Source: an optimization exercise on an open RTL-to-GDS flow (aim: small area). Production flows keep margins and buffers that such runs may drop. The RTL was checked by simulation tests, not by an equivalence proof against the original design. Power figures rest on the tool's default switching activity, not on a simulated workload.

Design grf, start of the top module:
module grf
#(
    parameter int DATA_W   = grf_pkg::DATA_W,
    parameter int ADDR_W   = 32,
    parameter int NUM_REGS = grf_pkg::NUM_REGS
) (
    input  logic              clk,
    input  logic              reset,
    input  logic              writable,
    input  logic [ADDR_W-1:0] read1addr,
    input  logic [ADDR_W-1:0] read2addr,
    input  logic [ADDR_W-1:0] writeAddr,
    input  logic [DATA_W-1:0] writeData,
    output logic [DATA_W-1:0] read1data,
    output logic [DATA_W-1:0] read2data
);
    logic [NUM_REGS-1:1][DATA_W-1:0] r_regs;
    logic [NUM_REGS-1:1][DATA_W-1:0] w_regs_d;
    logic [NUM_REGS-1:1]             w_load;
    logic [NUM_REGS-1:1]             w_hold;
    grf_pkg::reg_idx_t               w_waddr;
    assign w_waddr = writeAddr[grf_pkg::REG_IDX_W-1:0];
    always_comb begin
        for (int i = 1; i < NUM_REGS; i++) begin
            w_load[i] = reset && writable && (w_waddr == i);
            w_hold[i] = reset && !(writable && (w_waddr == i));
        end
    end
    genvar g, b;
    generate
        for (g = 1; g < NUM_REGS; g++) begin : g_word
            for (b = 0; b < DATA_W; b++) begin : g_bit
                grf_wsel u_wsel (
                    .i_load (w_load[g]),
                    .i_hold (w_hold[g]),
                    .i_wd   (writeData[b]),
                    .i_q    (r_regs[g][b]),
                    .o_d    (w_regs_d[g][b])
                );
            end
        end
    endgenerate
    always_ff @(posedge clk) begin
        r_regs <= w_regs_d;
    end
    grf_read_port #(
        .DATA_W   (DATA_W),
        .NUM_REGS (NUM_REGS)
    ) u_rd1 (
        .i_regs  (r_regs),
        .i_addr  (read1addr[grf_pkg::REG_IDX_W-1:0]),
        .o_data  (read1data)
    );
    grf_read_port #(
        .DATA_W   (DATA_W),
        .NUM_REGS (NUM_REGS)
    ) u_rd2 (
        .i_regs  (r_regs),
        .i_addr  (read2addr[grf_pkg::REG_IDX_W-1:0]),
        .o_data  (read2data)
    );
endmodule
clock: 6.0 ns
lec_check: 0
cap_margin: 20
core_margin: 2
core_utilization: 45
setup_slack_margin: 0.1
slew_margin: 20
synth_hierarchical: 1
synth_minimum_keep_size: 0
standard.sh (not shown) runs the stock make flow with config.mk's settings and CLKGATE_MAP_FILE= SYNTH_SCRIPT=/design/flow/synth_recipe.tcl, a recipe that flattens the netlist after the stock synthesis.
==> flow/flow/run.sh <==
#!/bin/bash
set -euo pipefail
bash standard.sh BUFFER_PORTS_ARGS="-buffer_cell sky130_fd_sc_hd__buf_1" finish > flow_make.log 2>&1
Rerun with:
- CTS_CLUSTER_DIAMETER: unset -> 100
- CTS_CLUSTER_SIZE: unset -> 20
What happened: Setup slack barely changes. Total power came out lower by 19%. Area after synthesis is unchanged. Non-clock buffer count stays the same.
Rerun with:
==> flow/run.sh (new file) <==
#!/bin/bash
# synth_recipe.tcl (not shown) runs the flow's synth.tcl, then flattens the netlist and writes it again
# the make line also repeats each setting of config.mk as NAME=value (left out here)
make -C /OpenROAD-flow-scripts/flow DESIGN_CONFIG=/design/flow/config.mk WORK_HOME=/design/flow/orfs CLKGATE_MAP_FILE= SYNTH_SCRIPT=/design/flow/synth_recipe.tcl finish
removed: flow/flow/run.sh
removed: flow/standard.sh
Outcome: The changed run ran to the end with violations: setup timing. Wire length rose by 3.3%. Worst setup slack is worse by 710 ps. Critical path depth fell by 1. Global-route usage rose by 0.11 points. Power rose by 0.70%. Die area does not change. Sequential power stays flat. Combinational power rose by about 10%.
Rerun with:
==> flow/flow/run.sh (new file) <==
#!/bin/bash
set -euo pipefail
bash standard.sh BUFFER_PORTS_ARGS="-buffer_cell sky130_fd_sc_hd__buf_1" finish > flow_make.log 2>&1
==> flow/standard.sh (new file) <==
#!/bin/bash
# synth_recipe.tcl (not shown) runs the flow's synth.tcl, then flattens the netlist and writes it again
# the make line also repeats each setting of config.mk as NAME=value (left out here)
make -C /OpenROAD-flow-scripts/flow DESIGN_CONFIG=/design/flow/config.mk WORK_HOME=/design/flow/orfs CLKGATE_MAP_FILE= SYNTH_SCRIPT=/design/flow/synth_recipe.tcl "${@:-finish}"
- CTS_CLUSTER_SIZE: 20 -> 25
removed: flow/run.sh
Result: The new run completed without violations. Via count shrinks by 1.3%. Core utilization went down by 1.8 points. Non-clock buffer count drops by 24. Wire length shrinks by 3.6%.

## static timing again, ports no longer ideal
The flow's constraints put no driver on any port. The routed layouts listed below were extracted and timed again, unchanged, in two steps.
Step 1, drivers: a clkbuf_16 drives clk and a buf_2 each remaining input, both assumed.
Step 2, shift: input delay + t, output delay - t, t = (earliest + latest rising clock arrival at the registers) / 2. This alone moves slack from input paths to output paths.
Slacks: no drivers / after step 1 / after step 2; pairs: no drivers / after step 1.
| run | t, ns | slack for setup (ns) | worst setup path at the end | cell pins on the clock port's net |
|---|---|---|---|---|
| the first run | 0.763 | 0.598 / 0.518 / 0.518 | input to output | 1 |
| the second run | 0.738 | 0.600 / 0.535 / 0.535 | input to output | 1 |
| the third run | 0.762 | -0.111 / -0.132 / -0.132 | input to output | 1 |
| the fourth run | 0.728 | 0.607 / 0.509 / 0.509 | input to output | 1 |
For the fourth run, which loses most, drivers alone change the setup slack by -0.098 ns; drivers and shift together by -0.098 ns.
